This is an optimization exercise on Yosys and OpenROAD, whose aim is small area, not a production implementation. Where RTL was checked, it was by simulation tests only, not by an equivalence proof against the original. For runs 1 and 2, only the layout was checked, not whether the RTL still works. Power figures rest on the tool's default switching activity, not on a simulated workload.

$ cat design/flow/design.v
package dtw_pkg;
    typedef enum logic [1:0] {
        PH_IDLE = 2'd0,
        PH_DC   = 2'd1,
        PH_BT   = 2'd2
    } phase_t;
    typedef logic [5:0] step_t;
    typedef logic [30-1:0] sample_t;
    typedef logic [10-1:0] mem_addr_t;
    typedef logic [4:0] tmpl_idx_t;
    typedef logic [2*6-1:0] src_t;
    typedef logic [3*6-1:0] sel_t;
endpackage
module dtw_phase_fsm (
    input  logic            clk,
    input  logic            nrst,
    input  logic            i_valid,
    input  logic            i_bt_end,
    output dtw_pkg::phase_t o_phase,
    output dtw_pkg::step_t  o_step,
    output logic            o_ready,
    output logic            o_dc_ena,
    output logic            o_bt_ena
);
    dtw_pkg::phase_t phase_nxt;
    always_comb begin
        phase_nxt = o_phase;
        case (o_phase)
            dtw_pkg::PH_IDLE: if (i_valid) phase_nxt = dtw_pkg::PH_DC;
            dtw_pkg::PH_DC: begin
                if (o_step == dtw_pkg::step_t'(40)) begin
                    phase_nxt = dtw_pkg::PH_BT;
                end
            end
            dtw_pkg::PH_BT: if (i_bt_end) phase_nxt = dtw_pkg::PH_IDLE;
            default: phase_nxt = dtw_pkg::PH_IDLE;
        endcase
    end
    always_ff @(posedge clk or negedge nrst) begin
        if (!nrst) begin
            o_phase <= dtw_pkg::PH_IDLE;
        end else begin
            o_phase <= phase_nxt;
        end
    end
    always_ff @(posedge clk or negedge nrst) begin
        if (!nrst) begin
            o_step <= '0;
        end else if (o_phase == dtw_pkg::PH_IDLE || phase_nxt == dtw_pkg::PH_IDLE) begin
            o_step <= '0;
        end else if (o_phase == dtw_pkg::PH_DC && phase_nxt == dtw_pkg::PH_BT) begin
            o_step <= dtw_pkg::step_t'(20);
        end else begin
            o_step <= o_step + 6'd1;
        end
    end
    assign o_ready  = (o_phase == dtw_pkg::PH_IDLE);
    assign o_dc_ena = (o_phase == dtw_pkg::PH_DC);
    assign o_bt_ena = (o_phase == dtw_pkg::PH_BT);
endmodule
module dtw_cell_schedule (
    input  logic           clk,
    input  logic           nrst,
    input  dtw_pkg::step_t i_step,
    output dtw_pkg::src_t  o_tsrc,
    output dtw_pkg::src_t  o_rsrc,
    output dtw_pkg::sel_t  o_sel0,
    output dtw_pkg::sel_t  o_sel1,
    output dtw_pkg::sel_t  o_sel2
);
    logic [1:0] st0;
    logic [2:0] st1;
    logic [2:0] st2;
    logic [2:0] st3;
    logic [2:0] st4;
    logic [2:0] st5;
    always_ff @(posedge clk or negedge nrst) begin
        if (!nrst) st0 <= 2'd3;
        else begin
            case (i_step)
                6'd15: st0 <= 2'd0;
                6'd17, 6'd19, 6'd21, 6'd23: st0 <= 2'd1;
                default: ;
            endcase
        end
    end
    always_ff @(posedge clk or negedge nrst) begin
        if (!nrst) st1 <= 3'd3;
        else begin
            case (i_step)
                6'd7: st1 <= 3'd7;
                6'd9, 6'd11, 6'd29, 6'd31: st1 <= 3'd5;
                6'd12: st1 <= 3'd6;
                6'd13, 6'd15, 6'd17, 6'd19, 6'd21, 6'd23, 6'd25, 6'd27: st1 <= 3'd1;
                6'd14, 6'd26: st1 <= 3'd4;
                6'd16, 6'd18, 6'd20, 6'd22, 6'd24: st1 <= 3'd0;
                default: ;
            endcase
        end
    end
    always_ff @(posedge clk or negedge nrst) begin
        if (!nrst) st2 <= 3'd1;
        else begin
            case (i_step)
                6'd1: st2 <= 3'd7;
                6'd3, 6'd37: st2 <= 3'd6;
                6'd4: st2 <= 3'd3;
                6'd5, 6'd7, 6'd9, 6'd11, 6'd13, 6'd15, 6'd17, 6'd19, 6'd21, 6'd23, 6'd25, 6'd27, 6'd29, 6'd31, 6'd33, 6'd35: st2 <= 3'd4;
                6'd6, 6'd34: st2 <= 3'd2;
                6'd8, 6'd10, 6'd12, 6'd14, 6'd16, 6'd18, 6'd20, 6'd22, 6'd24, 6'd26, 6'd28, 6'd30, 6'd32: st2 <= 3'd0;
                default: ;
            endcase
        end
    end
    always_ff @(posedge clk or negedge nrst) begin
        if (!nrst) st3 <= 3'd1;
        else begin
            case (i_step)
                6'd0: st3 <= 3'd3;
                6'd1: st3 <= 3'd2;
                6'd2, 6'd4, 6'd6, 6'd8, 6'd10, 6'd12, 6'd14, 6'd16, 6'd18, 6'd20, 6'd22, 6'd24, 6'd26, 6'd28, 6'd30, 6'd32, 6'd34, 6'd36, 6'd38: st3 <= 3'd0;
                6'd3, 6'd37: st3 <= 3'd6;
                6'd5, 6'd7, 6'd9, 6'd11, 6'd13, 6'd15, 6'd17, 6'd19, 6'd21, 6'd23, 6'd25, 6'd27, 6'd29, 6'd31, 6'd33, 6'd35: st3 <= 3'd4;
                default: ;
            endcase
        end
    end
    always_ff @(posedge clk or negedge nrst) begin
        if (!nrst) st4 <= 3'd1;
        else begin
            case (i_step)
                6'd4: st4 <= 3'd7;
                6'd6, 6'd34: st4 <= 3'd6;
                6'd7: st4 <= 3'd3;
                6'd8, 6'd10, 6'd12, 6'd14, 6'd16, 6'd18, 6'd20, 6'd22, 6'd24, 6'd26, 6'd28, 6'd30, 6'd32: st4 <= 3'd4;
                6'd9, 6'd11, 6'd29, 6'd31: st4 <= 3'd2;
                6'd13, 6'd15, 6'd17, 6'd19, 6'd21, 6'd23, 6'd25, 6'd27: st4 <= 3'd0;
                default: ;
            endcase
        end
    end
    always_ff @(posedge clk or negedge nrst) begin
        if (!nrst) st5 <= 3'd1;
        else begin
            case (i_step)
                6'd12: st5 <= 3'd7;
                6'd14, 6'd26: st5 <= 3'd6;
                6'd15: st5 <= 3'd3;
                6'd16, 6'd18, 6'd20, 6'd22, 6'd24: st5 <= 3'd4;
                6'd17, 6'd19, 6'd21, 6'd23: st5 <= 3'd2;
                default: ;
            endcase
        end
    end
    always_comb begin
        case (st0)
            2'd0: begin o_tsrc[1:0] = 2'd2; o_rsrc[1:0] = 2'd1; o_sel0[2:0] = 3'd6; o_sel1[2:0] = 3'd4; o_sel2[2:0] = 3'd6; end
            2'd1: begin o_tsrc[1:0] = 2'd2; o_rsrc[1:0] = 2'd1; o_sel0[2:0] = 3'd5; o_sel1[2:0] = 3'd4; o_sel2[2:0] = 3'd6; end
            2'd2: begin o_tsrc[1:0] = 2'd0; o_rsrc[1:0] = 2'd0; o_sel0[2:0] = 3'd4; o_sel1[2:0] = 3'd7; o_sel2[2:0] = 3'd7; end
            2'd3: begin o_tsrc[1:0] = 2'd0; o_rsrc[1:0] = 2'd0; o_sel0[2:0] = 3'd7; o_sel1[2:0] = 3'd7; o_sel2[2:0] = 3'd7; end
        endcase
        case (st1)
            3'd0: begin o_tsrc[3:2] = 2'd1; o_rsrc[3:2] = 2'd0; o_sel0[5:3] = 3'd4; o_sel1[5:3] = 3'd4; o_sel2[5:3] = 3'd5; end
            3'd1: begin o_tsrc[3:2] = 2'd0; o_rsrc[3:2] = 2'd1; o_sel0[5:3] = 3'd4; o_sel1[5:3] = 3'd3; o_sel2[5:3] = 3'd4; end
            3'd2: begin o_tsrc[3:2] = 2'd1; o_rsrc[3:2] = 2'd0; o_sel0[5:3] = 3'd7; o_sel1[5:3] = 3'd0; o_sel2[5:3] = 3'd6; end
            3'd3: begin o_tsrc[3:2] = 2'd0; o_rsrc[3:2] = 2'd0; o_sel0[5:3] = 3'd7; o_sel1[5:3] = 3'd7; o_sel2[5:3] = 3'd7; end
            3'd4: begin o_tsrc[3:2] = 2'd2; o_rsrc[3:2] = 2'd0; o_sel0[5:3] = 3'd4; o_sel1[5:3] = 3'd4; o_sel2[5:3] = 3'd6; end
            3'd5: begin o_tsrc[3:2] = 2'd2; o_rsrc[3:2] = 2'd1; o_sel0[5:3] = 3'd4; o_sel1[5:3] = 3'd3; o_sel2[5:3] = 3'd6; end
            3'd6: begin o_tsrc[3:2] = 2'd2; o_rsrc[3:2] = 2'd0; o_sel0[5:3] = 3'd6; o_sel1[5:3] = 3'd4; o_sel2[5:3] = 3'd6; end
            3'd7: begin o_tsrc[3:2] = 2'd2; o_rsrc[3:2] = 2'd1; o_sel0[5:3] = 3'd6; o_sel1[5:3] = 3'd3; o_sel2[5:3] = 3'd6; end
        endcase
        case (st2)
            3'd0: begin o_tsrc[5:4] = 2'd1; o_rsrc[5:4] = 2'd0; o_sel0[8:6] = 3'd3; o_sel1[8:6] = 3'd3; o_sel2[8:6] = 3'd4; end
            3'd1: begin o_tsrc[5:4] = 2'd0; o_rsrc[5:4] = 2'd0; o_sel0[8:6] = 3'd7; o_sel1[8:6] = 3'd7; o_sel2[8:6] = 3'd7; end
            3'd2: begin o_tsrc[5:4] = 2'd2; o_rsrc[5:4] = 2'd0; o_sel0[8:6] = 3'd3; o_sel1[8:6] = 3'd3; o_sel2[8:6] = 3'd6; end
            3'd3: begin o_tsrc[5:4] = 2'd2; o_rsrc[5:4] = 2'd0; o_sel0[8:6] = 3'd6; o_sel1[8:6] = 3'd3; o_sel2[8:6] = 3'd6; end
            3'd4: begin o_tsrc[5:4] = 2'd0; o_rsrc[5:4] = 2'd1; o_sel0[8:6] = 3'd3; o_sel1[8:6] = 3'd2; o_sel2[8:6] = 3'd3; end
            3'd5: begin o_tsrc[5:4] = 2'd0; o_rsrc[5:4] = 2'd1; o_sel0[8:6] = 3'd7; o_sel1[8:6] = 3'd6; o_sel2[8:6] = 3'd0; end
            3'd6: begin o_tsrc[5:4] = 2'd2; o_rsrc[5:4] = 2'd1; o_sel0[8:6] = 3'd3; o_sel1[8:6] = 3'd2; o_sel2[8:6] = 3'd6; end
            3'd7: begin o_tsrc[5:4] = 2'd2; o_rsrc[5:4] = 2'd1; o_sel0[8:6] = 3'd6; o_sel1[8:6] = 3'd2; o_sel2[8:6] = 3'd6; end
        endcase
        case (st3)
            3'd0: begin o_tsrc[7:6] = 2'd1; o_rsrc[7:6] = 2'd0; o_sel0[11:9] = 3'd2; o_sel1[11:9] = 3'd2; o_sel2[11:9] = 3'd3; end
            3'd1: begin o_tsrc[7:6] = 2'd0; o_rsrc[7:6] = 2'd0; o_sel0[11:9] = 3'd7; o_sel1[11:9] = 3'd7; o_sel2[11:9] = 3'd7; end
            3'd2: begin o_tsrc[7:6] = 2'd0; o_rsrc[7:6] = 2'd2; o_sel0[11:9] = 3'd6; o_sel1[11:9] = 3'd6; o_sel2[11:9] = 3'd2; end
            3'd3: begin o_tsrc[7:6] = 2'd2; o_rsrc[7:6] = 2'd2; o_sel0[11:9] = 3'd7; o_sel1[11:9] = 3'd6; o_sel2[11:9] = 3'd6; end
            3'd4: begin o_tsrc[7:6] = 2'd0; o_rsrc[7:6] = 2'd1; o_sel0[11:9] = 3'd2; o_sel1[11:9] = 3'd1; o_sel2[11:9] = 3'd2; end
            3'd5: begin o_tsrc[7:6] = 2'd0; o_rsrc[7:6] = 2'd1; o_sel0[11:9] = 3'd3; o_sel1[11:9] = 3'd4; o_sel2[11:9] = 3'd6; end
            3'd6: begin o_tsrc[7:6] = 2'd0; o_rsrc[7:6] = 2'd2; o_sel0[11:9] = 3'd2; o_sel1[11:9] = 3'd6; o_sel2[11:9] = 3'd2; end
            3'd7: begin o_tsrc[7:6] = 2'd2; o_rsrc[7:6] = 2'd2; o_sel0[11:9] = 3'd3; o_sel1[11:9] = 3'd6; o_sel2[11:9] = 3'd6; end
        endcase
        case (st4)
            3'd0: begin o_tsrc[9:8] = 2'd0; o_rsrc[9:8] = 2'd1; o_sel0[14:12] = 3'd1; o_sel1[14:12] = 3'd0; o_sel2[14:12] = 3'd1; end
            3'd1: begin o_tsrc[9:8] = 2'd0; o_rsrc[9:8] = 2'd0; o_sel0[14:12] = 3'd7; o_sel1[14:12] = 3'd7; o_sel2[14:12] = 3'd7; end
            3'd2: begin o_tsrc[9:8] = 2'd0; o_rsrc[9:8] = 2'd2; o_sel0[14:12] = 3'd1; o_sel1[14:12] = 3'd6; o_sel2[14:12] = 3'd1; end
            3'd3: begin o_tsrc[9:8] = 2'd0; o_rsrc[9:8] = 2'd2; o_sel0[14:12] = 3'd6; o_sel1[14:12] = 3'd6; o_sel2[14:12] = 3'd1; end
            3'd4: begin o_tsrc[9:8] = 2'd1; o_rsrc[9:8] = 2'd0; o_sel0[14:12] = 3'd1; o_sel1[14:12] = 3'd1; o_sel2[14:12] = 3'd2; end
            3'd5: begin o_tsrc[9:8] = 2'd1; o_rsrc[9:8] = 2'd0; o_sel0[14:12] = 3'd7; o_sel1[14:12] = 3'd6; o_sel2[14:12] = 3'd4; end
            3'd6: begin o_tsrc[9:8] = 2'd1; o_rsrc[9:8] = 2'd2; o_sel0[14:12] = 3'd1; o_sel1[14:12] = 3'd6; o_sel2[14:12] = 3'd2; end
            3'd7: begin o_tsrc[9:8] = 2'd1; o_rsrc[9:8] = 2'd2; o_sel0[14:12] = 3'd6; o_sel1[14:12] = 3'd6; o_sel2[14:12] = 3'd2; end
        endcase
        case (st5)
            3'd0: begin o_tsrc[11:10] = 2'd0; o_rsrc[11:10] = 2'd0; o_sel0[17:15] = 3'd0; o_sel1[17:15] = 3'd0; o_sel2[17:15] = 3'd1; end
            3'd1: begin o_tsrc[11:10] = 2'd0; o_rsrc[11:10] = 2'd0; o_sel0[17:15] = 3'd7; o_sel1[17:15] = 3'd7; o_sel2[17:15] = 3'd7; end
            3'd2: begin o_tsrc[11:10] = 2'd0; o_rsrc[11:10] = 2'd2; o_sel0[17:15] = 3'd0; o_sel1[17:15] = 3'd6; o_sel2[17:15] = 3'd0; end
            3'd3: begin o_tsrc[11:10] = 2'd0; o_rsrc[11:10] = 2'd2; o_sel0[17:15] = 3'd6; o_sel1[17:15] = 3'd6; o_sel2[17:15] = 3'd0; end
            3'd4: begin o_tsrc[11:10] = 2'd1; o_rsrc[11:10] = 2'd0; o_sel0[17:15] = 3'd0; o_sel1[17:15] = 3'd0; o_sel2[17:15] = 3'd1; end
            3'd5: begin o_tsrc[11:10] = 2'd1; o_rsrc[11:10] = 2'd0; o_sel0[17:15] = 3'd7; o_sel1[17:15] = 3'd7; o_sel2[17:15] = 3'd7; end
            3'd6: begin o_tsrc[11:10] = 2'd1; o_rsrc[11:10] = 2'd2; o_sel0[17:15] = 3'd0; o_sel1[17:15] = 3'd6; o_sel2[17:15] = 3'd1; end
            3'd7: begin o_tsrc[11:10] = 2'd1; o_rsrc[11:10] = 2'd2; o_sel0[17:15] = 3'd6; o_sel1[17:15] = 3'd6; o_sel2[17:15] = 3'd1; end
        endcase
    end
endmodule
module dtw_ref_window (
    input  logic             clk,
    input  logic             nrst,
    input  dtw_pkg::step_t   i_step,
    input  dtw_pkg::sample_t i_r,
    output dtw_pkg::sample_t o_r
);
    localparam int NSLOT = 7;
    dtw_pkg::sample_t win0;
    dtw_pkg::sample_t slot [NSLOT];
    logic [NSLOT-1:0] wr_en;    
    logic [NSLOT-1:0] rd_slot;  
    logic             rd_win0;
    always_ff @(posedge clk) begin
        win0 <= i_r;
    end
    always_comb begin
        wr_en = '0;
        if ((i_step >= 6'd2 && i_step <= 6'd19) || (i_step >= 6'd34 && i_step <= 6'd40)) begin
            wr_en[i_step % NSLOT] = 1'b1;
        end
    end
    always_ff @(posedge clk) begin
        for (int j = 0; j < NSLOT; j++) begin
            if (wr_en[j]) slot[j] <= win0;
        end
    end
    always_comb begin
        rd_win0 = 1'b0;
        rd_slot = '0;
        case (i_step)
            6'd0, 6'd1:   rd_win0    = 1'b1;
            6'd11, 6'd23: rd_slot[0] = 1'b1;
            6'd12, 6'd26: rd_slot[1] = 1'b1;
            6'd3, 6'd14, 6'd29: rd_slot[2] = 1'b1;
            6'd4, 6'd15, 6'd31: rd_slot[3] = 1'b1;
            6'd6, 6'd17, 6'd34: rd_slot[4] = 1'b1;
            6'd7, 6'd19, 6'd37: rd_slot[5] = 1'b1;
            6'd9, 6'd21:  rd_slot[6] = 1'b1;
            default: ;
        endcase
    end
    dtw_pkg::sample_t pick;
    always_comb begin
        pick = rd_win0 ? win0 : '0;
        for (int j = 0; j < NSLOT; j++) begin
            pick = pick | (rd_slot[j] ? slot[j] : '0);
        end
    end
    always_ff @(posedge clk or negedge nrst) begin
        if (!nrst) begin
            o_r <= '0;
        end else if (rd_win0 || (|rd_slot)) begin
            o_r <= pick;
        end
    end
endmodule
module dtw_tmpl_fetch (
    input  logic               clk,
    input  dtw_pkg::phase_t    i_phase,
    input  dtw_pkg::step_t     i_step,
    input  dtw_pkg::sample_t   i_t,
    output dtw_pkg::sample_t   o_t,
    output dtw_pkg::mem_addr_t o_addr,
    output logic               o_wr
);
    dtw_pkg::tmpl_idx_t tmpl_idx;
    always_ff @(posedge clk) begin
        o_t <= i_t;
    end
    always_comb begin
        tmpl_idx = '0;
        if (i_phase == dtw_pkg::PH_DC) begin
            case (i_step)
                6'd0:    tmpl_idx = 5'd1;
                6'd2:    tmpl_idx = 5'd2;
                6'd3:    tmpl_idx = 5'd3;
                6'd5:    tmpl_idx = 5'd4;
                6'd6:    tmpl_idx = 5'd5;
                6'd8:    tmpl_idx = 5'd6;
                6'd10:   tmpl_idx = 5'd7;
                6'd11:   tmpl_idx = 5'd8;
                6'd13:   tmpl_idx = 5'd9;
                6'd14:   tmpl_idx = 5'd10;
                6'd16:   tmpl_idx = 5'd11;
                6'd18:   tmpl_idx = 5'd12;
                6'd20:   tmpl_idx = 5'd13;
                6'd22:   tmpl_idx = 5'd14;
                6'd25:   tmpl_idx = 5'd15;
                6'd28:   tmpl_idx = 5'd16;
                6'd30:   tmpl_idx = 5'd17;
                6'd33:   tmpl_idx = 5'd18;
                6'd36:   tmpl_idx = 5'd19;
                default: tmpl_idx = '0;
            endcase
        end
    end
    assign o_wr   = (i_phase == dtw_pkg::PH_BT);
    assign o_addr = o_wr ? dtw_pkg::mem_addr_t'(i_step) : dtw_pkg::mem_addr_t'(tmpl_idx);
endmodule
module dtw_ctrl (
    input  logic               clk,
    input  logic               nrst,
    input  logic               i_valid,
    input  logic               i_bt_end,
    input  dtw_pkg::sample_t   i_r,
    input  dtw_pkg::sample_t   i_t,
    output logic               o_ready,
    output logic               o_dc_ena,
    output logic               o_bt_ena,
    output dtw_pkg::mem_addr_t o_addr,
    output logic               o_wr,
    output dtw_pkg::sample_t   o_r,
    output dtw_pkg::sample_t   o_t,
    output dtw_pkg::src_t      o_tsrc,
    output dtw_pkg::src_t      o_rsrc,
    output dtw_pkg::sel_t      o_sel0,
    output dtw_pkg::sel_t      o_sel1,
    output dtw_pkg::sel_t      o_sel2
);
    dtw_pkg::phase_t phase;
    dtw_pkg::step_t  step;
    dtw_phase_fsm u_fsm (
        .clk      (clk),
        .nrst     (nrst),
        .i_valid  (i_valid),
        .i_bt_end (i_bt_end),
        .o_phase  (phase),
        .o_step   (step),
        .o_ready  (o_ready),
        .o_dc_ena (o_dc_ena),
        .o_bt_ena (o_bt_ena)
    );
    dtw_cell_schedule u_sched (
        .clk    (clk),
        .nrst   (nrst),
        .i_step (step),
        .o_tsrc (o_tsrc),
        .o_rsrc (o_rsrc),
        .o_sel0 (o_sel0),
        .o_sel1 (o_sel1),
        .o_sel2 (o_sel2)
    );
    dtw_ref_window u_rwin (
        .clk    (clk),
        .nrst   (nrst),
        .i_step (step),
        .i_r    (i_r),
        .o_r    (o_r)
    );
    dtw_tmpl_fetch u_tfetch (
        .clk     (clk),
        .i_phase (phase),
        .i_step  (step),
        .i_t     (i_t),
        .o_t     (o_t),
        .o_addr  (o_addr),
        .o_wr    (o_wr)
    );
endmodule
$ cat design/flow/run.sh
#!/bin/bash
# synth_recipe.tcl (not shown) runs the flow's synth.tcl, then flattens the netlist and writes it again
# the make line also repeats each setting of config.mk as NAME=value (left out here)
make -C /OpenROAD-flow-scripts/flow DESIGN_CONFIG=/design/flow/config.mk WORK_HOME=/design/flow/orfs CLKGATE_MAP_FILE= SYNTH_SCRIPT=/design/flow/synth_recipe.tcl finish
$ cat design/flow/config.mk
export PLATFORM = sky130hd
export DESIGN_NAME = dtw_ctrl
export DESIGN_NICKNAME = dtw_ctrl
export VERILOG_FILES = /design/flow/design.v
export SDC_FILE = /design/flow/constraint.sdc
export NUM_CORES = 4
export LEC_CHECK = 0
export CAP_MARGIN = 20
export CORE_MARGIN = 2
export CORE_UTILIZATION = 40
export CTS_BUF_LIST = sky130_fd_sc_hd__clkbuf_4
export SLEW_MARGIN = 20
export SYNTH_MEMORY_MAX_BITS = 16384
$ cat design/flow/constraint.sdc
create_clock -name core_clock -period 8.0 [get_ports {clk}]
set_input_delay 1.6000 -clock core_clock [delete_from_list [all_inputs] [get_ports {clk}]]
set_output_delay 1.6000 -clock core_clock [all_outputs]
set_load 0.01 [all_outputs]
==> impl_metrics.py, run 1 <==
metrics = {
    "status": {
        "status": "complete, no violations",
    },
    "timing": {
        "finalSetupViolCount": 0,
        "slew_viol_final": 0,
        "finalCritPeriodShare": 0.813,
        "slew_headroom": 0.344,
        "tns_ps": 0,
        "rsz0062_at_grt": "no",
        "max_freq_mhz": 154,
        "fin_hold_ws_ps": 489,
        "hold_viol": 0,
        "fin_skew_ps": 35.0,
        "layout_min_cycle_time_ps": 6510,
        "worst_pin_slew_ps": 982,
        "setup_ws_ps": 1490,
    },
    "route": {
        "via_per_inst": 5.37,
        "firstDrtPassIters": 7,
        "wl_um": 32100,
        "drt_iter0_markers": 1050,
        "drtAntennaViolNets": 0,
        "vias": 9409,
        "drc_errors": 0,
        "wl_per_cell_um": 18.3,
    },
    "clocking": {
        "post_cts_resized": 0,
        "cts_sinks": 325,
        "cts_setup_buffers": 0,
        "clockBufferDepth": 3,
        "cts-root-buf": "clkbuf_4",
        "htree_num_levels": 3,
        "ctsHoldBuffers": 0,
        "clk_latency_ps": 710,
        "clk_pin_slew_ps": 60,
        "cts_buffers": 85,
        "cts_tree": "yes",
    },
    "layout": {
        "fin_cells": 1751,
        "final_util": 0.513,
        "drive_above_1_share": 0.168,
        "synthToLayoutAreaGrowth_pct": 25.7,
        "antennaDiodeCount": 0,
        "nets": 1321,
        "stdcell_area_mm2": 0.0168,
    },
    "job": {
        "maxCapViolations": 0,
    },
    "worst_setup_path": {
        "slowest_delay_ps": 600,
        "crit_arrival_ps": 6820,
        "crit_path_top_delay_cell": "ha_1",
        "worstSetupPathType": "flop to flop",
        "crit_fanout": 34,
        "worst-path-buf-inv": 3,
        "cpMostUsedCell": "ha_1",
        "cp-end-kind": "flop",
        "cp.required_ps": 8320,
        "crit_chain": "buf_4 > ha_1 > ha_1 > and4b_4 > a21oi_4 > mux2i_4 > ha_1 > nand3_1 > nand3_1 > xnor2_1 > ha_1 > a311oi_2 > nand4_4 > xnor2_1 > inv_1 > ha_1 > nand2_1 > nor3_2 > buf_4",
        "cp_top_family": "adder cells",
        "start_kind": "flop",
    },
    "floorplan": {
        "fp.dieW_um": 187,
        "dieArea_mm2": 0.0348,
        "start_util": 0.408,
        "die_h_um": 187,
        "coreArea_mm2": 0.0327,
        "num_rows": 66,
        "pin_count": 216,
    },
    "global_route": {
        "grt_pass1_vias": 9285,
        "grt_pass1_wl_um": 50200,
        "antenna_found_initial": 0,
        "grt_max_degree": 56,
        "grt_remaining_overflow": 0,
        "track_usage": 0.180,
    },
    "pwr": {
        "clockPowerShare": 0.165,
        "p_total_mw": 8.84,
        "power_switching_mw": 3.67,
        "power_frac_comb": 0.489,
        "peakVddDrop_v": 0.000555,
        "seqPwrFrac": 0.346,
        "power_density_mw_per_mm2": 527,
        "swShare": 0.416,
        "power_leakage_nw": 6.15,
        "p_int_mw": 5.16,
    },
    "placed_design": {
        "place.gp.congestion": 0.874,
        "placed_area_mm2": 0.0157,
        "port_buffers": 194,
        "dp.cells": 1595,
        "dpl_worst_slack_ps": 1610,
        "hpwl_um": 19800,
    },
    "logic_synthesis": {
        "synth-seq-area-share": 0.666,
        "syn_area_mm2": 0.0133,
        "synth-edff-count": 210,
        "yosys.area.top_type": "edfxtp_1",
        "netlist_instances": 1011,
        "synth_warnings": 5,
        "synth_area_per_cell_um2": 13.2,
        "synth_top_cell_area_share": 0.473,
        "synthArstFlopShare": 0.169,
        "synthTopCellsByArea": "edfxtp_1 47%, dfxtp_1 9.0%, dfrtp_1 8.8%",
        "synth_cell_types": 86,
        "synth_ff_type": "edfxtp_1",
        "synth_seq_cells": 325,
    },
    "worst_hold_path": {
        "hp-class": "flop to flop",
    },
}
==> cells by family (layout without fill, tap and decap cells) <==
logic type / after synthesis / in the layout / share of synthesized area
buffers and inverters: 116 / 395 / 0.0434
AOI/OAI and AO/OA: 250 / 250 / 0.151
DFF: 325 / 325 / 0.666
other: 2 / 21 / 0.000563
xor gates and xnor gates: 20 / 20 / 0.0142
and+or+nand+nor: 272 / 272 / 0.101
muxes: 9 / 9 / 0.00797
adders and majority gates: 17 / 17 / 0.0159
==> area by class of cell <==
cell class,count,area (µm²)
Clock buffer,133,998
Sequential cell,325,8890
Tap cell,442,553
Clock inverter,23,126
Inverter,25,93.8
Timing Repair Buffer,214,2090
Fill cell,2844,15900
Multi-Input combinational cell,589,4020
==> registers in the layout (all words and copies together) (netlist names) <==
register and count:
u_rwin.slot 210, u_rwin.o_r 30, u_rwin.win0 30, u_tfetch.o_t 30, u_fsm.o_step 6, u_sched.st1 3
u_sched.st2 3, u_sched.st3 3, u_sched.st4 3, u_sched.st5 3, u_fsm.o_phase 2, u_sched.st0 2
==> metal layers <==
metal	vias to the layer above	wire (µm)	share of wire	GRT usage
met5	-	0	0	0
met4	0	669	0.021	0.0607
met3	66	2650	0.083	0.0538
met2	439	15200	0.48	0.300
met1	4522	13500	0.42	0.224
li1	4382	-	-	-
==> power by group through the flow <==
stage	Sequential, mW	Clock, mW	Combinational [mW]
floorplan	3.11	0	2.75
global placement	3.07	0	4.29
detailed placement	3.10	0	4.33
CTS	3.06	1.51	4.35
global route	3.13	1.61	4.74
finish	3.06	1.46	4.32
==> cell usage in the layout, fill, tap and decap left out, drive strengths merged, types with 8 or more instances in the layout <==
cell type / n
nand2: 82
o31ai: 8
dfxtp: 60
a221oi: 30
clkbuf: 133
dfstp: 8
buf: 21
conb: 21
nand2b: 12
nand3: 18
a21oi: 63
dfrtp: 47
inv: 28
xnor2: 17
nor2: 84
clkinv: 19
a222oi: 60
clkdlybuf4s50: 193
nor3: 18
ha: 17
nand4: 10
nor2b: 11
o21ai: 28
edfxtp: 210
==> Yosys cell counts, drive strengths merged (10+ instances only) <==
master and instances:
edfxtp 210, nor2 84, nand2 82, a21oi 63, a222oi 60, dfxtp 60, dfrtp 47, clkbuf 46
buf 45, a221oi 30, o21ai 28, inv 25, nand3 18, nor3 18, ha 17, xnor2 17
nand2b 12, nor2b 11, nand4 10
==> path summary, 6_finish.rpt <==
path                                   from            endpoint  slack, ps  depth (start not counted)
min                        u_fsm.o_phase[1]    u_fsm.o_phase[0]        490                          1
max in group asynchronous              nrst       u_rwin.o_r[2]       6340                          2
min reg2reg                u_fsm.o_phase[1]    u_fsm.o_phase[0]        490                          1
max reg2reg                 u_fsm.o_step[3]  u_rwin.slot[5][12]       1490                         19
min in group asynchronous              nrst    u_fsm.o_phase[1]       1070                          2
max                         u_fsm.o_step[3]  u_rwin.slot[5][12]       1490                         19
==> run 2: changes to the inputs <==
--- a/design/flow/config.mk
+++ b/design/flow/config.mk
@@ -10,3 +10,4 @@
 export CORE_UTILIZATION = 40
-export CTS_BUF_LIST = sky130_fd_sc_hd__clkbuf_4
+export CTS_BUF_LIST = sky130_fd_sc_hd__clkbuf_8
+export CTS_CLUSTER_SIZE = 30
 export SLEW_MARGIN = 20
==> impl_metrics.py, run 2 <==
metrics = {
    "timing": {
        "slew_viol_final": 0,
        "max_freq_mhz": 154,
        "finalCritPeriodShare": 0.810,
        "fin_skew_ps": 28.7,
        "rsz0062_at_grt": "no",
        "layout_min_cycle_time_ps": 6480,
        "hold_viol": 0,
        "finalSetupViolCount": 0,
        "slew_headroom": 0.354,
        "worst_pin_slew_ps": 966,
        "tns_ps": 0,
    },
    "logic_synthesis": {
        "synth.most_common_cell": "edfxtp_1",
        "synth_warnings": 5,
        "synth_seq_cells": 325,
        "netlist_instances": 1011,
        "ys_top_cells_by_count": "210 x edfxtp_1, 84 x nor2_1, 82 x nand2_1",
        "synth_cell_types": 86,
        "synthArstFlopShare": 0.169,
        "yosys.area.top_type": "edfxtp_1",
        "synth_xor_xnor_area_share": 0.0142,
        "synthTopCellsByArea": "edfxtp_1 47%, dfxtp_1 9.0%, dfrtp_1 8.8%",
        "synth-compound-area-share": 0.151,
        "synth_area_per_cell_um2": 13.2,
        "synth-simple-area-share": 0.101,
        "synth-adder-area-share": 0.0159,
        "synth_ff_type": "edfxtp_1",
        "synth_top_family_by_area": "compound AO/OA/AOI/OAI gates",
        "syn_area_mm2": 0.0133,
        "synth_top_cell_area_share": 0.473,
        "synthMuxAreaShare": 0.00797,
        "synth-seq-area-share": 0.666,
        "synth-edff-count": 210,
    },
    "layout": {
        "final_util": 0.512,
        "final_common_cell": "edfxtp_1",
        "seqCellArea_mm2": 0.00889,
        "antennaDiodeCount": 0,
        "nets": 1288,
        "drive_above_1_share": 0.122,
        "synthToLayoutAreaGrowth_pct": 25.5,
        "fillers": 2844,
        "largest-register": "u_rwin.slot",
        "layout_common_cells": "210 x edfxtp_1, 193 x clkdlybuf4s50_1, 82 x nand2_1",
        "largest_reg_flops": 210,
        "multi_input_area_mm2": 0.00402,
    },
    "worst_hold_path": {
        "min-delay-start": "u_fsm.o_phase[1]",
        "hold-path-cell-count": 1,
        "hp-class": "flop to flop",
        "hold_end": "u_fsm.o_phase[0]",
    },
    "route": {
        "drtAntennaViolNets": 0,
        "wl_per_cell_um": 18.7,
        "wl_um": 31600,
        "firstDrtPassIters": 9,
        "vias": 9189,
        "drt_iter0_markers": 952,
        "via_per_inst": 5.43,
        "drc_errors": 0,
    },
    "pwr": {
        "swShare": 0.414,
        "clockPowerShare": 0.163,
        "seqPwrFrac": 0.347,
        "power_switching_mw": 3.65,
        "peakVddDrop_v": 0.000575,
        "power_frac_comb": 0.490,
        "power_density_mw_per_mm2": 527,
        "power_leakage_nw": 6.09,
        "p_int_mw": 5.17,
    },
    "clocking": {
        "cts_sinks": 325,
        "htree_num_levels": 2,
        "ctsHoldBuffers": 0,
        "post_cts_resized": 0,
        "clockBufferDepth": 3,
        "cts-root-buf": "clkbuf_8",
        "clk_pin_slew_ps": 60,
        "cts_setup_buffers": 0,
        "cts_buffers": 52,
        "cts_tree": "yes",
        "clk_latency_ps": 580,
    },
    "worst_setup_path": {
        "r2r_end": "u_rwin.slot[5][0]",
        "r2r_cells": 19,
        "worstSetupPathType": "flop to flop",
        "r2r_slack_ps": 1520,
        "start_kind": "flop",
        "cp.required_ps": 8200,
        "cp-end-kind": "flop",
        "crit_fanout": 34,
        "critical_path.reg2reg.startpoint": "u_fsm.o_step[3]",
        "crit_arrival_ps": 6680,
    },
    "placed_design": {
        "place.gp.congestion": 0.874,
        "port_buffers": 194,
        "hpwl_um": 19800,
    },
    "floorplan": {
        "die_h_um": 187,
        "pin_count": 216,
        "start_util": 0.408,
        "coreArea_mm2": 0.0327,
        "dieArea_mm2": 0.0348,
        "fp.dieW_um": 187,
        "num_rows": 66,
    },
    "global_route": {
        "grt_pass1_vias": 9025,
        "grt_max_degree": 56,
        "grt_remaining_overflow": 0,
        "grt_pass1_wl_um": 49300,
        "track_usage": 0.175,
        "antenna_found_initial": 0,
    },
    "status": {
        "status": "complete, no violations",
    },
    "job": {
        "maxCapViolations": 0,
    },
}
-- run 2: routing by layer --
metal,vias up,share of wire,global-route usage
met4,0,0.020,0.0516
met5,-,0,0
li1,4273,-,-
met3,48,0.075,0.0393
met2,434,0.48,0.297
met1,4434,0.43,0.225
-- run 2: cell families (layout without fill, tap and decap cells) --
| kind of cell | Yosys count | count (layout) |
|---|---|---|
| flip-flops | 325 | 325 |
| AND/OR/NAND/NOR | 272 | 272 |
| AO/OA/AOI/OAI | 250 | 250 |
| buffers and inverters | 116 | 335 |
| XOR/XNOR | 20 | 20 |
| adder cells (fa/ha/maj) | 17 | 17 |
| multiplexers | 9 | 9 |
| other | 2 | 21 |
-- run 2: area by class of cell --
cell class	count	area share
well taps	442	0.0330
inverters	25	0.00560
flip-flops and latches	325	0.531
repair buffers	214	0.125
clock buffers	61	0.0501
clock inverters	35	0.0148
multi-input cells	589	0.240
-- run 2: worst max-delay path by stage --
stage	cells past startpoint	slack [ps]	end	startpoint
floorplan	21	940	u_rwin.slot[5][0]	u_fsm.o_step[3]
global placement	20	1780	u_rwin.slot[4][16]	u_fsm.o_step[3]
detailed placement	19	1610	u_rwin.slot[5][15]	u_fsm.o_step[3]
CTS	19	1570	u_rwin.slot[5][10]	u_fsm.o_step[3]
global route	19	1170	u_rwin.slot[5][21]	u_fsm.o_step[3]
finish	19	1520	u_rwin.slot[5][0]	u_fsm.o_step[3]
-- run 2: critical path, cell delays in order (launching register included) --
cell,delay (ps)
dfrtp_1,320
buf_4,340
ha_1,620
ha_1,400
and4b_4,390
a21oi_4,90
mux2i_4,320
ha_1,340
nand3_1,170
nand3_1,220
xnor2_1,150
ha_1,290
a311oi_2,340
nand4_4,200
xnor2_1,440
inv_1,180
ha_1,520
nand2_1,160
nor3_2,140
buf_4,470
-- run 2: power groups by stage --
stage / sequential [mW] / clock (mW) / combinational [mW]
2_1_floorplan: 3.11 / 0 / 2.75
3_3_place_gp: 3.07 / 0 / 4.29
3_5_place_dp: 3.10 / 0 / 4.33
4_1_cts: 3.06 / 1.48 / 4.36
5_1_grt: 3.14 / 1.56 / 4.74
6_report: 3.06 / 1.44 / 4.32
-- run 2: per-stage QoR --
stage,instance area [µm²],hold slack [ps],cells,worst slack (ps),power (mW)
after floorplan,13400,449,1030,943,5.86
after global placement,15600,469,1594,1780,7.36
after detailed placement,15700,477,1595,1610,7.43
after CTS,16700,487,1691,1570,8.90
after global routing,16700,508,1691,1170,9.44
final,16700,486,1691,1520,8.82
==> run 3: changes to the inputs <==
--- a/design/flow/design.v
+++ b/design/flow/design.v
@@ -231,5 +231,12 @@
         wr_en = '0;
-        if ((i_step >= 6'd2 && i_step <= 6'd19) || (i_step >= 6'd34 && i_step <= 6'd40)) begin
-            wr_en[i_step % NSLOT] = 1'b1;
-        end
+        case (i_step)
+            6'd7,  6'd14, 6'd35: wr_en[0] = 1'b1;
+            6'd8,  6'd15, 6'd36: wr_en[1] = 1'b1;
+            6'd2,  6'd9,  6'd16, 6'd37: wr_en[2] = 1'b1;
+            6'd3,  6'd10, 6'd17, 6'd38: wr_en[3] = 1'b1;
+            6'd4,  6'd11, 6'd18, 6'd39: wr_en[4] = 1'b1;
+            6'd5,  6'd12, 6'd19, 6'd40: wr_en[5] = 1'b1;
+            6'd6,  6'd13, 6'd34: wr_en[6] = 1'b1;
+            default: ;
+        endcase
     end
@@ -255,7 +262,9 @@
     end
-    dtw_pkg::sample_t pick;
+    logic             hold;
+    dtw_pkg::sample_t nxt;
+    assign hold = ~(rd_win0 | (|rd_slot));
     always_comb begin
-        pick = rd_win0 ? win0 : '0;
+        nxt = ({30{hold}} & o_r) | ({30{rd_win0}} & win0);
         for (int j = 0; j < NSLOT; j++) begin
-            pick = pick | (rd_slot[j] ? slot[j] : '0);
+            nxt = nxt | ({30{rd_slot[j]}} & slot[j]);
         end
@@ -265,4 +274,4 @@
             o_r <= '0;
-        end else if (rd_win0 || (|rd_slot)) begin
-            o_r <= pick;
+        end else begin
+            o_r <= nxt;
         end
==> design/flow/flow/run.sh (new file) <==
#!/bin/bash
# Standard layout, with the port buffers built from the smallest buffer cell
# (sky130_fd_sc_hd__buf_1) instead of the delay cell buffer_ports picks by default.
set -euo pipefail
bash standard.sh "BUFFER_PORTS_ARGS=-buffer_cell sky130_fd_sc_hd__buf_1" finish > standard_flow.log 2>&1
==> design/flow/standard.sh (new file) <==
#!/bin/bash
# synth_recipe.tcl (not shown) runs the flow's synth.tcl, then flattens the netlist and writes it again
# the make line also repeats each setting of config.mk as NAME=value (left out here)
make -C /OpenROAD-flow-scripts/flow DESIGN_CONFIG=/design/flow/config.mk WORK_HOME=/design/flow/orfs CLKGATE_MAP_FILE= SYNTH_SCRIPT=/design/flow/synth_recipe.tcl "${@:-finish}"
--- a/design/flow/config.mk
+++ b/design/flow/config.mk
@@ -10,3 +10,4 @@
 export CORE_UTILIZATION = 40
-export CTS_BUF_LIST = sky130_fd_sc_hd__clkbuf_8
+export CTS_BUF_LIST = sky130_fd_sc_hd__clkbuf_16
+export CTS_CLUSTER_DIAMETER = 100
 export CTS_CLUSTER_SIZE = 30
removed: design/flow/run.sh
==> impl_metrics.py, run 3 <==
metrics = {
    "timing": {
        "finalCritPeriodShare": 0.597,
        "tns_ps": 0,
        "max_freq_mhz": 209,
        "finalSetupViolCount": 0,
        "fin_hold_ws_ps": 476,
        "worst_pin_slew_ps": 942,
        "slew_headroom": 0.372,
        "layout_min_cycle_time_ps": 4780,
        "slew_viol_final": 0,
        "fin_skew_ps": 39.1,
        "rsz0062_at_grt": "no",
        "hold_viol": 0,
    },
    "placed_design": {
        "place.gp.congestion": 0.828,
        "port_buffers": 194,
        "hpwl_um": 16300,
        "dp.cells": 1430,
        "placed_area_mm2": 0.0136,
    },
    "global_route": {
        "track_usage": 0.171,
        "grt_pass1_wl_um": 44200,
        "grt_max_degree": 56,
        "grt_remaining_overflow": 0,
        "grt_pass1_vias": 7600,
        "antenna_found_initial": 0,
    },
    "job": {
        "maxCapViolations": 0,
    },
    "clocking": {
        "cts_tree": "yes",
        "post_cts_resized": 0,
        "cts-root-buf": "clkbuf_16",
        "clockBufferDepth": 3,
        "htree_num_levels": 1,
        "clk_pin_slew_ps": 110,
        "cts_sinks": 325,
        "cts_buffers": 15,
        "clk_latency_ps": 520,
        "cts_setup_buffers": 0,
        "ctsHoldBuffers": 0,
    },
    "route": {
        "via_per_inst": 5.49,
        "drt_iter0_markers": 793,
        "wl_um": 28200,
        "wl_per_cell_um": 19.4,
        "drtAntennaViolNets": 0,
        "vias": 7992,
        "drc_errors": 0,
        "firstDrtPassIters": 8,
    },
    "status": {
        "status": "complete, no violations",
    },
    "worst_hold_path": {
        "hp-class": "flop to flop",
        "hold-path-cell-count": 1,
        "min-delay-start": "u_fsm.o_phase[1]",
    },
    "worst_setup_path": {
        "critical_path.reg2reg.startpoint": "u_fsm.o_step[1]",
        "path_depth": 7,
        "r2r_cells": 8,
        "cp.required_ps": 6400,
        "crit_chain": "inv_1 > ha_1 > or4bb_1 > a31oi_1 > a31o_2 > a22o_1 > buf_1",
        "worstSetupPathType": "flop to primary output",
        "r2r_slack_ps": 4330,
        "cp_top_family": "adder cells",
        "cp-end-kind": "primary output",
        "slowest_delay_ps": 650,
        "crit_fanout": 19,
        "cp-startpoint": "u_fsm.o_step[1]",
        "crit_arrival_ps": 3180,
        "crit_path_top_delay_cell": "ha_1",
        "start_kind": "flop",
        "worst-path-buf-inv": 2,
    },
    "logic_synthesis": {
        "ys_top_cells_by_count": "210 x edfxtp_1, 60 x dfxtp_1, 58 x a22oi_1",
        "synth_top_cell_area_share": 0.500,
        "yosys.area.top_type": "edfxtp_1",
        "synth_warnings": 5,
        "synth_cell_types": 70,
        "synth_ff_type": "edfxtp_1",
        "synthArstFlopShare": 0.169,
        "synth.most_common_cell": "edfxtp_1",
        "synth-seq-area-share": 0.705,
        "synth-edff-count": 210,
        "synth_seq_cells": 325,
        "netlist_instances": 888,
        "synth_area_per_cell_um2": 14.2,
        "synthTopCellsByArea": "edfxtp_1 50%, dfxtp_1 9.5%, dfrtp_1 9.3%",
        "syn_area_mm2": 0.0126,
    },
    "pwr": {
        "power_density_mw_per_mm2": 396,
        "peakVddDrop_v": 0.000182,
        "power_leakage_nw": 5.04,
    },
    "floorplan": {
        "start_util": 0.403,
        "pin_count": 216,
        "die_h_um": 182,
        "fp.dieW_um": 182,
        "dieArea_mm2": 0.0330,
        "num_rows": 65,
        "coreArea_mm2": 0.0313,
    },
    "layout": {
        "final_common_cell": "edfxtp_1",
        "drive_above_1_share": 0.0721,
        "synthToLayoutAreaGrowth_pct": 11.5,
        "antennaDiodeCount": 0,
        "nets": 1120,
        "largest_reg_flops": 210,
        "stdcell_area_mm2": 0.0141,
        "layout_common_cells": "210 x edfxtp_1, 193 x buf_1, 60 x dfxtp_1",
        "final_util": 0.449,
        "fin_cells": 1456,
        "largest-register": "u_rwin.slot",
    },
}
-- run 3: cell count changes after synthesis, moves of 11 or more --
| cell | before | now |
|---|---|---|
| a211o_1 | 1 | 12 |
| a221oi_1 | 30 | 2 |
| clkbuf_1 | 46 | 33 |
| a21oi_1 | 62 | 15 |
| nor2_1 | 84 | 46 |
| a22o_1 | 3 | 22 |
| nand2_1 | 82 | 38 |
| a22oi_1 | 2 | 58 |
| nand3_1 | 18 | 29 |
| nor3_1 | 16 | 3 |
| a21o_1 | 1 | 20 |
| a222oi_1 | 60 | 35 |
-- run 3: path summary, 6_finish.rpt --
check | endpoint
min in group asynchronous | u_rwin.o_r[2]
max in group asynchronous | u_fsm.o_step[2]
worst max-delay path | o_addr[4]
worst min-delay path | u_fsm.o_phase[0]
worst min register to register | u_fsm.o_phase[0]
worst max register to register | u_rwin.o_r[12]
-- run 3: kinds of logic (layout without fill, tap and decap cells) --
logic type / Yosys count / after routing / synth area share
AO/OA/AOI/OAI: 222 / 222 / 0.137
XOR/XNOR: 10 / 10 / 0.00695
adder cells (fa/ha/maj): 11 / 11 / 0.0109
buffers and inverters: 115 / 262 / 0.0481
flip-flops: 325 / 325 / 0.705
multiplexers: 8 / 8 / 0.00754
other: 2 / 21 / 0.000596
AND/OR/NAND/NOR: 195 / 195 / 0.0832
-- run 3: area by class of cell --
| class | count | area (µm²) |
|---|---|---|
| Fill cell | 2839 | 17300 |
| Sequential cell | 325 | 8890 |
| Multi-Input combinational cell | 467 | 3240 |
| Timing Repair Buffer | 215 | 887 |
| Tap cell | 402 | 503 |
| Clock buffer | 15 | 375 |
| Inverter | 21 | 78.8 |
| Clock inverter | 11 | 76.3 |
-- run 3: report_power, final --
| part | leakage [nW] | switching, mW | internal [mW] | total (mW) |
|---|---|---|---|---|
| Clock | 0.245 | 0.509 | 0.360 | 0.869 |
| Combinational | 1.73 | 1.41 | 0.777 | 2.19 |
| Sequential | 3.07 | 0.202 | 2.31 | 2.51 |
| Total | 5.04 | 2.12 | 3.45 | 5.57 |
-- run 3: metrics by stage --
stage               power (mW)  setup slack (ps)
global route              5.93              3080
global placement          4.72              3860
detailed placement        4.76              3800
CTS                       5.63              3230
floorplan                 4.06              3750
finish                    5.57              3220
-- run 3: layer usage --
layer	vias up	part of all wire	GRT usage	wire, µm
li1	3695	-	-	-
met1	3919	0.44	0.235	12300
met2	344	0.49	0.289	13700
met3	34	0.062	0.0215	1750
met4	0	0.017	0.0407	474
met5	-	0	0	0
-- run 3: worst reg2reg max path, cell delays in order (launching register included) --
cell and delay, ps:
dfrtp_1 460, ha_1 380, ha_1 320, and4bb_2 240
a31o_2 490, or3_1 530, nor3b_4 610, buf_4 390
a211o_1 180
==> run 4: changes to the inputs <==
--- a/design/flow/config.mk
+++ b/design/flow/config.mk
@@ -11,4 +11,4 @@
 export CTS_BUF_LIST = sky130_fd_sc_hd__clkbuf_16
-export CTS_CLUSTER_DIAMETER = 100
-export CTS_CLUSTER_SIZE = 30
+export CTS_CLUSTER_DIAMETER = 80
+export CTS_CLUSTER_SIZE = 20
 export SLEW_MARGIN = 20
==> impl_metrics.py, run 4 <==
metrics = {
    "logic_synthesis": {
        "synth-simple-area-share": 0.0832,
        "synth_area_per_cell_um2": 14.2,
        "synth_top_cell_area_share": 0.500,
        "netlist_instances": 888,
        "ys_top_cells_by_count": "210 x edfxtp_1, 60 x dfxtp_1, 58 x a22oi_1",
        "synth_warnings": 5,
        "synthArstFlopShare": 0.169,
        "synth_ff_type": "edfxtp_1",
        "synth-edff-count": 210,
        "synth_cell_types": 70,
        "synthMuxAreaShare": 0.00754,
        "synth-compound-area-share": 0.137,
        "synth.most_common_cell": "edfxtp_1",
        "synth_seq_cells": 325,
        "syn_area_mm2": 0.0126,
        "synth_top_family_by_area": "compound AO/OA/AOI/OAI gates",
        "synth-adder-area-share": 0.0109,
        "synth_xor_xnor_area_share": 0.00695,
        "synthTopCellsByArea": "edfxtp_1 50%, dfxtp_1 9.5%, dfrtp_1 9.3%",
        "yosys.area.top_type": "edfxtp_1",
        "synth-seq-area-share": 0.705,
    },
    "layout": {
        "layout_common_cells": "210 x edfxtp_1, 193 x buf_1, 60 x dfxtp_1",
        "multi_input_area_mm2": 0.00324,
        "largest_reg_flops": 210,
        "stdcell_area_mm2": 0.0142,
        "antennaDiodeCount": 0,
        "largest-register": "u_rwin.slot",
        "final_common_cell": "edfxtp_1",
        "drive_above_1_share": 0.0779,
        "fillers": 2815,
        "synthToLayoutAreaGrowth_pct": 12.8,
        "nets": 1126,
        "seqCellArea_mm2": 0.00889,
    },
    "floorplan": {
        "coreArea_mm2": 0.0313,
        "pin_count": 216,
        "start_util": 0.403,
        "fp.dieW_um": 182,
        "num_rows": 65,
        "dieArea_mm2": 0.0330,
        "die_h_um": 182,
    },
    "worst_setup_path": {
        "cp.required_ps": 6400,
        "crit_arrival_ps": 3150,
        "crit_fanout": 19,
        "cp-end-kind": "primary output",
        "worstSetupPathType": "flop to primary output",
        "start_kind": "flop",
    },
    "global_route": {
        "grt_pass1_wl_um": 44400,
        "antenna_found_initial": 0,
        "grt_pass1_vias": 7642,
        "track_usage": 0.172,
        "grt_max_degree": 56,
        "grt_remaining_overflow": 0,
    },
    "worst_hold_path": {
        "hp-class": "flop to flop",
    },
    "route": {
        "dr_wl_met2_um": 13800,
        "wirelength_met1_um": 12400,
        "wl_um": 28400,
        "drc_errors": 0,
        "wl_met3_um": 1800,
        "via_per_inst": 5.42,
        "vias": 7959,
        "routed.top_layer": "met4",
        "drt_iter0_markers": 758,
        "firstDrtPassIters": 8,
        "wl_per_cell_um": 19.3,
        "drtAntennaViolNets": 0,
    },
    "timing": {
        "max_freq_mhz": 210,
        "worst_pin_slew_ps": 916,
        "fin_skew_ps": 17.5,
        "finalCritPeriodShare": 0.594,
        "rsz0062_at_grt": "no",
        "slew_viol_final": 0,
        "finalSetupViolCount": 0,
        "slew_headroom": 0.389,
        "hold_viol": 0,
        "layout_min_cycle_time_ps": 4750,
        "tns_ps": 0,
    },
    "pwr": {
        "swShare": 0.376,
        "peakVddDrop_v": 0.000206,
        "p_int_mw": 3.58,
        "clockPowerShare": 0.181,
        "power_density_mw_per_mm2": 403,
        "power_frac_comb": 0.381,
        "power_switching_mw": 2.15,
        "power_leakage_nw": 5.13,
        "seqPwrFrac": 0.439,
    },
    "placed_design": {
        "hpwl_um": 16300,
        "place.gp.congestion": 0.828,
        "port_buffers": 194,
        "placed_area_mm2": 0.0136,
    },
    "clocking": {
        "ctsHoldBuffers": 0,
        "cts_sinks": 325,
        "cts-root-buf": "clkbuf_16",
        "clk_latency_ps": 530,
        "clockBufferDepth": 3,
        "clk_pin_slew_ps": 70,
        "htree_num_levels": 1,
        "cts_tree": "yes",
        "post_cts_resized": 0,
        "cts_setup_buffers": 0,
        "cts_buffers": 21,
    },
    "status": {
        "status": "complete, no violations",
    },
    "job": {
        "maxCapViolations": 0,
    },
}
-- run 4: cell counts after synthesis --
Identical to the previous run, type by type.
-- run 4: layer usage --
| metal | track usage | vias to the layer above |
|---|---|---|
| li1 | - | 3718 |
| met1 | 0.234 | 3894 |
| met2 | 0.290 | 312 |
| met3 | 0.0291 | 35 |
| met4 | 0.0384 | 0 |
| met5 | 0 | - |
-- run 4: power groups by stage --
stage	clock network, mW	logic (mW)	registers [mW]
2_1_floorplan	0	1.48	2.57
3_3_place_gp	0	2.18	2.54
3_5_place_dp	0	2.21	2.56
4_1_cts	1.07	2.21	2.52
5_1_grt	1.13	2.41	2.57
6_report	1.04	2.18	2.51
-- run 4: cells by family (layout without fill, tap and decap cells) --
| logic type | count (synthesis) | in the layout |
|---|---|---|
| simple gates | 195 | 195 |
| compound gates | 222 | 222 |
| flops | 325 | 325 |
| xor+xnor | 10 | 10 |
| buf+inv | 115 | 274 |
| mux | 8 | 8 |
| fa+ha+maj | 11 | 11 |
| other cells | 2 | 21 |
-- run 4: stage by stage --
step            util  worst slack (ps)  hold slack (ps)  std cells  power, mW
3_5_place_dp   0.435              3800              468       1430       4.76
3_3_place_gp   0.435              3860              449       1430       4.72
6_report       0.454              3250              473       1468       5.73
4_1_cts        0.454              3240              475       1468       5.80
5_1_grt        0.454              3090              495       1468       6.11
2_1_floorplan      -              3750              440        907       4.06
-- run 4: final timing paths --
check                           cells after the start               end        startpoint  slack, ps
worst max-delay path                                7         o_addr[4]   u_fsm.o_step[0]       3250
worst min-delay path                                1  u_fsm.o_phase[0]  u_fsm.o_phase[1]        470
worst max register to register                      8    u_rwin.o_r[12]   u_fsm.o_step[0]       4340
worst min register to register                      1  u_fsm.o_phase[0]  u_fsm.o_phase[1]        470
max in group asynchronous                           2    u_rwin.o_r[13]              nrst       6220
min in group asynchronous                           2    u_rwin.o_r[16]              nrst       1250
-- run 4: cell type report --
| type | count | area share |
|---|---|---|
| timing repair buffer | 215 | 0.0623 |
| clock buffer | 21 | 0.0369 |
| sequential | 325 | 0.625 |
| inverter | 21 | 0.00554 |
| clock inverter | 17 | 0.00677 |
| tap | 402 | 0.0354 |
| multi-input combinational | 467 | 0.228 |
-- run 4: critical path: stages, from the launching register on --
cell     delay [ps]
dfrtp_1         460
inv_1           170
ha_1            640
or4bb_1         620
a31oi_1         290
a31o_2          190
a22o_1          120
buf_1           150
==> run 5: changes to the inputs <==
--- a/design/flow/design.v
+++ b/design/flow/design.v
@@ -265,8 +265,7 @@
     assign hold = ~(rd_win0 | (|rd_slot));
-    always_comb begin
-        nxt = ({30{hold}} & o_r) | ({30{rd_win0}} & win0);
-        for (int j = 0; j < NSLOT; j++) begin
-            nxt = nxt | ({30{rd_slot[j]}} & slot[j]);
-        end
-    end
+    dtw_ref_pick u_pick (
+        .i_sel ({rd_slot, rd_win0, hold}),
+        .i_d   ({slot[6], slot[5], slot[4], slot[3], slot[2], slot[1], slot[0], win0, o_r}),
+        .o_d   (nxt)
+    );
     always_ff @(posedge clk or negedge nrst) begin
@@ -277,2 +276,14 @@
         end
+    end
+endmodule
+module dtw_ref_pick (
+    input  logic [8:0]                     i_sel,
+    input  logic [9*30-1:0]     i_d,
+    output logic [30-1:0]       o_d
+);
+    always_comb begin
+        o_d = '0;
+        for (int j = 0; j < 9; j++) begin
+            o_d = o_d | ({30{i_sel[j]}} & i_d[j*30 +: 30]);
+        end
     end
==> design/flow/flow/run.sh (replaced) <==
#!/bin/bash
# The standard layout with two changes:
#  - synthesis maps logic with an area-oriented ABC script (flow/abc_area.script,
#    used through ABC_AREA=1 from a copy of the ORFS scripts folder); the rest of
#    the synthesis (synth_recipe.tcl, registers, flatten, renames) is unchanged;
#  - the port buffers use the smallest buffer cell (sky130_fd_sc_hd__buf_1).
set -euo pipefail
W=$PWD
rm -rf "$W/scripts_abc"
cp -r "$FLOW_HOME/scripts" "$W/scripts_abc"
cp "$W/flow/abc_area.script" "$W/scripts_abc/abc_area.script"
bash standard.sh "SCRIPTS_DIR=$W/scripts_abc" ABC_AREA=1 synth > standard_synth.log 2>&1
bash standard.sh "BUFFER_PORTS_ARGS=-buffer_cell sky130_fd_sc_hd__buf_1" finish > standard_layout.log 2>&1
==> design/flow/flow/abc_area.script (new file) <==
&get -n
&st
&syn2
&dch -f
&nf -R 1000
&put
topo
--- a/design/flow/config.mk
+++ b/design/flow/config.mk
@@ -7,3 +7,3 @@
 export LEC_CHECK = 0
-export CAP_MARGIN = 20
+export CAP_MARGIN = 0
 export CORE_MARGIN = 2
@@ -12,4 +12,4 @@
 export CTS_CLUSTER_DIAMETER = 80
-export CTS_CLUSTER_SIZE = 20
-export SLEW_MARGIN = 20
+export CTS_CLUSTER_SIZE = 25
+export SLEW_MARGIN = 0
 export SYNTH_MEMORY_MAX_BITS = 16384
==> impl_metrics.py, run 5 <==
metrics = {
    "timing": {
        "worst_pin_slew_ps": 929,
        "finalSetupViolCount": 0,
        "rsz0062_at_grt": "no",
        "hold_viol": 0,
        "layout_min_cycle_time_ps": 4420,
        "tns_ps": 0,
        "max_freq_mhz": 226,
        "slew_viol_final": 0,
        "finalCritPeriodShare": 0.552,
        "slew_headroom": 0.381,
        "fin_skew_ps": 36.4,
    },
    "floorplan": {
        "num_rows": 63,
        "dieArea_mm2": 0.0311,
        "coreArea_mm2": 0.0295,
        "fp.dieW_um": 176,
        "pin_count": 216,
        "start_util": 0.403,
        "die_h_um": 176,
    },
    "placed_design": {
        "placed_area_mm2": 0.0132,
        "hpwl_um": 15600,
        "place.gp.congestion": 0.821,
        "port_buffers": 194,
    },
    "route": {
        "vias": 7581,
        "wl_met3_um": 1930,
        "wirelength_met1_um": 12300,
        "drtAntennaViolNets": 0,
        "drc_errors": 0,
        "wl_um": 27300,
        "routed.top_layer": "met4",
        "dr_wl_met2_um": 12400,
        "via_per_inst": 5.37,
        "firstDrtPassIters": 8,
        "wl_per_cell_um": 19.3,
        "drt_iter0_markers": 805,
    },
    "status": {
        "status": "complete, no violations",
    },
    "clocking": {
        "post_cts_resized": 0,
        "cts_sinks": 325,
        "cts_tree": "yes",
        "cts_setup_buffers": 0,
        "cts_buffers": 18,
        "clk_pin_slew_ps": 90,
        "clk_latency_ps": 530,
        "clockBufferDepth": 3,
        "cts-root-buf": "clkbuf_16",
        "ctsHoldBuffers": 0,
        "htree_num_levels": 1,
    },
    "pwr": {
        "seqPwrFrac": 0.465,
        "power_switching_mw": 2.00,
        "p_int_mw": 3.34,
        "power_leakage_nw": 4.87,
        "p_total_mw": 5.35,
        "power_frac_comb": 0.353,
        "power_density_mw_per_mm2": 389,
        "swShare": 0.375,
        "peakVddDrop_v": 0.000205,
        "clockPowerShare": 0.182,
    },
    "logic_synthesis": {
        "synth-edff-count": 210,
        "syn_area_mm2": 0.0119,
        "synth_ff_type": "edfxtp_1",
        "synth_warnings": 6,
        "synthArstFlopShare": 0.169,
        "synth_seq_cells": 325,
        "synth.most_common_cell": "edfxtp_1",
        "synth-seq-area-share": 0.748,
        "synthTopCellsByArea": "edfxtp_1 53%, dfxtp_1 10%, dfrtp_1 9.9%",
        "synth_cell_types": 46,
        "ys_top_cells_by_count": "210 x edfxtp_1, 81 x nand2_1, 60 x dfxtp_1",
        "netlist_instances": 793,
        "yosys.area.top_type": "edfxtp_1",
        "synth_area_per_cell_um2": 15.0,
        "synth_top_cell_area_share": 0.531,
    },
    "worst_setup_path": {
        "start_kind": "flop",
        "crit_fanout": 28,
        "cp.required_ps": 6400,
        "crit_arrival_ps": 2820,
        "cp-end-kind": "primary output",
        "worstSetupPathType": "flop to primary output",
    },
    "layout": {
        "fillers": 2646,
        "largest_reg_flops": 210,
        "antennaDiodeCount": 0,
        "synthToLayoutAreaGrowth_pct": 15.6,
        "final_common_cell": "edfxtp_1",
        "largest-register": "u_rwin.slot",
        "drive_above_1_share": 0.0646,
        "seqCellArea_mm2": 0.00889,
        "nets": 1084,
        "stdcell_area_mm2": 0.0137,
        "multi_input_area_mm2": 0.00285,
        "layout_common_cells": "210 x edfxtp_1, 193 x buf_1, 81 x nand2_1",
    },
    "global_route": {
        "track_usage": 0.173,
        "grt_max_degree": 56,
        "antenna_found_initial": 0,
        "grt_pass1_vias": 7082,
        "grt_remaining_overflow": 0,
        "grt_pass1_wl_um": 41800,
    },
    "job": {
        "maxCapViolations": 0,
    },
    "worst_hold_path": {
        "hp-class": "flop to flop",
    },
}
-- run 5: cell types whose count changed after synthesis, moves of 12 or more --
cell | previous run | this run
a211o_1 | 12 | 0
a221oi_1 | 2 | 17
a222oi_1 | 35 | 55
a22o_1 | 22 | 7
a22oi_1 | 58 | 13
clkbuf_1 | 33 | 0
clkinv_1 | 0 | 17
inv_1 | 21 | 0
nand2_1 | 38 | 81
-- run 5: critical path, cell delays in order (launching register included) --
cell and delay (ps):
dfrtp_1 960, clkinv_1 410, nand2_1 210, a21oi_1 80, a21oi_1 140, o2111ai_1 130, nand3_1 110, o21ai_0 110
buf_1 150
-- run 5: path summary, 6_finish.rpt --
path | startpoint | endpoint | slack (ps) | cells after the start
hold reg to reg | u_rwin.slot[2][27] | u_rwin.o_r[27] | 480 | 2
max in group asynchronous | nrst | u_fsm.o_step[4] | 6230 | 2
setup / recovery | u_fsm.o_step[2] | o_addr[0] | 3580 | 8
min in group asynchronous | nrst | u_rwin.o_r[1] | 1250 | 2
setup reg to reg | u_fsm.o_step[2] | u_rwin.o_r[14] | 3930 | 10
hold / removal | u_rwin.slot[2][27] | u_rwin.o_r[27] | 480 | 2
-- run 5: metal layers --
metal	global-route usage	vias up
met5	0	-
met4	0.0437	0
met3	0.0248	40
met2	0.282	350
met1	0.246	3692
li1	-	3499
-- run 5: per-stage QoR --
stage	hold WS (ps)	util	instances	setup WS, ps
2_1_floorplan	447	-	812	2220
3_3_place_gp	450	0.447	1379	4030
3_5_place_dp	460	0.447	1379	3940
4_1_cts	460	0.466	1411	3580
5_1_grt	507	0.466	1411	3230
6_report	476	0.466	1411	3580
-- run 5: area by class of cell --
cell class | count | area share
flip-flops and latches | 325 | 0.648
multi-input cells | 434 | 0.207
clock inverters | 14 | 0.00865
inverters | 17 | 0.00465
clock buffers | 18 | 0.0328
well taps | 390 | 0.0355
repair buffers | 213 | 0.0635
-- run 5: cells by family (layout without fill, tap and decap cells) --
| kind of cell | after synthesis | count (layout) | share of synthesized area |
|---|---|---|---|
| muxes | 6 | 6 | 0.00516 |
| DFF | 325 | 325 | 0.748 |
| AOI/OAI and AO/OA | 179 | 179 | 0.120 |
| and+or+nand+nor | 211 | 211 | 0.0816 |
| other | 2 | 21 | 0.000632 |
| adders and majority gates | 11 | 11 | 0.0116 |
| buffers and inverters | 53 | 262 | 0.0281 |
| xor gates and xnor gates | 6 | 6 | 0.00442 |
-- run 5: power groups by stage --
stage / registers, mW / logic (mW) / clock network (mW)
after floorplan: 2.58 / 1.13 / 0
after global placement: 2.51 / 1.89 / 0
after detailed placement: 2.53 / 1.91 / 0
after CTS: 2.49 / 1.92 / 1.00
after global routing: 2.54 / 2.10 / 1.06
final: 2.49 / 1.89 / 0.973

-- afterwards: timing with drivers on the ports --
In the flow no input, the clock included, has a driving cell. The finished layouts below were timed again as built, in two steps.
Step 1, drivers: a clkbuf_16 drives clk and a buf_2 each remaining input, both assumed.
Step 2 adds t to the input delays and takes it off the output delays; t is the mean of the earliest and latest rising clock arrival at the registers after step 1. Input paths then give back, and output paths get back, about the clock's delay inside the block.
Three values: ideal, step 1, step 2; two values: the first two.
run | t (ns) | slack for setup (ns) | worst setup path at the end
run 1 | 0.732 | 1.493 / 1.493 / 1.493 | register to register
run 2 | 0.605 | 1.522 / 1.522 / 1.522 | register to register
run 3 | 0.549 | 3.223 / 3.177 / 3.726 | register to output
run 4 | 0.565 | 3.246 / 3.197 / 3.762 | register to output
run 5 | 0.556 | 3.582 / 3.537 / 3.928 | register to register
After both steps setup and hold are still met in every run listed.
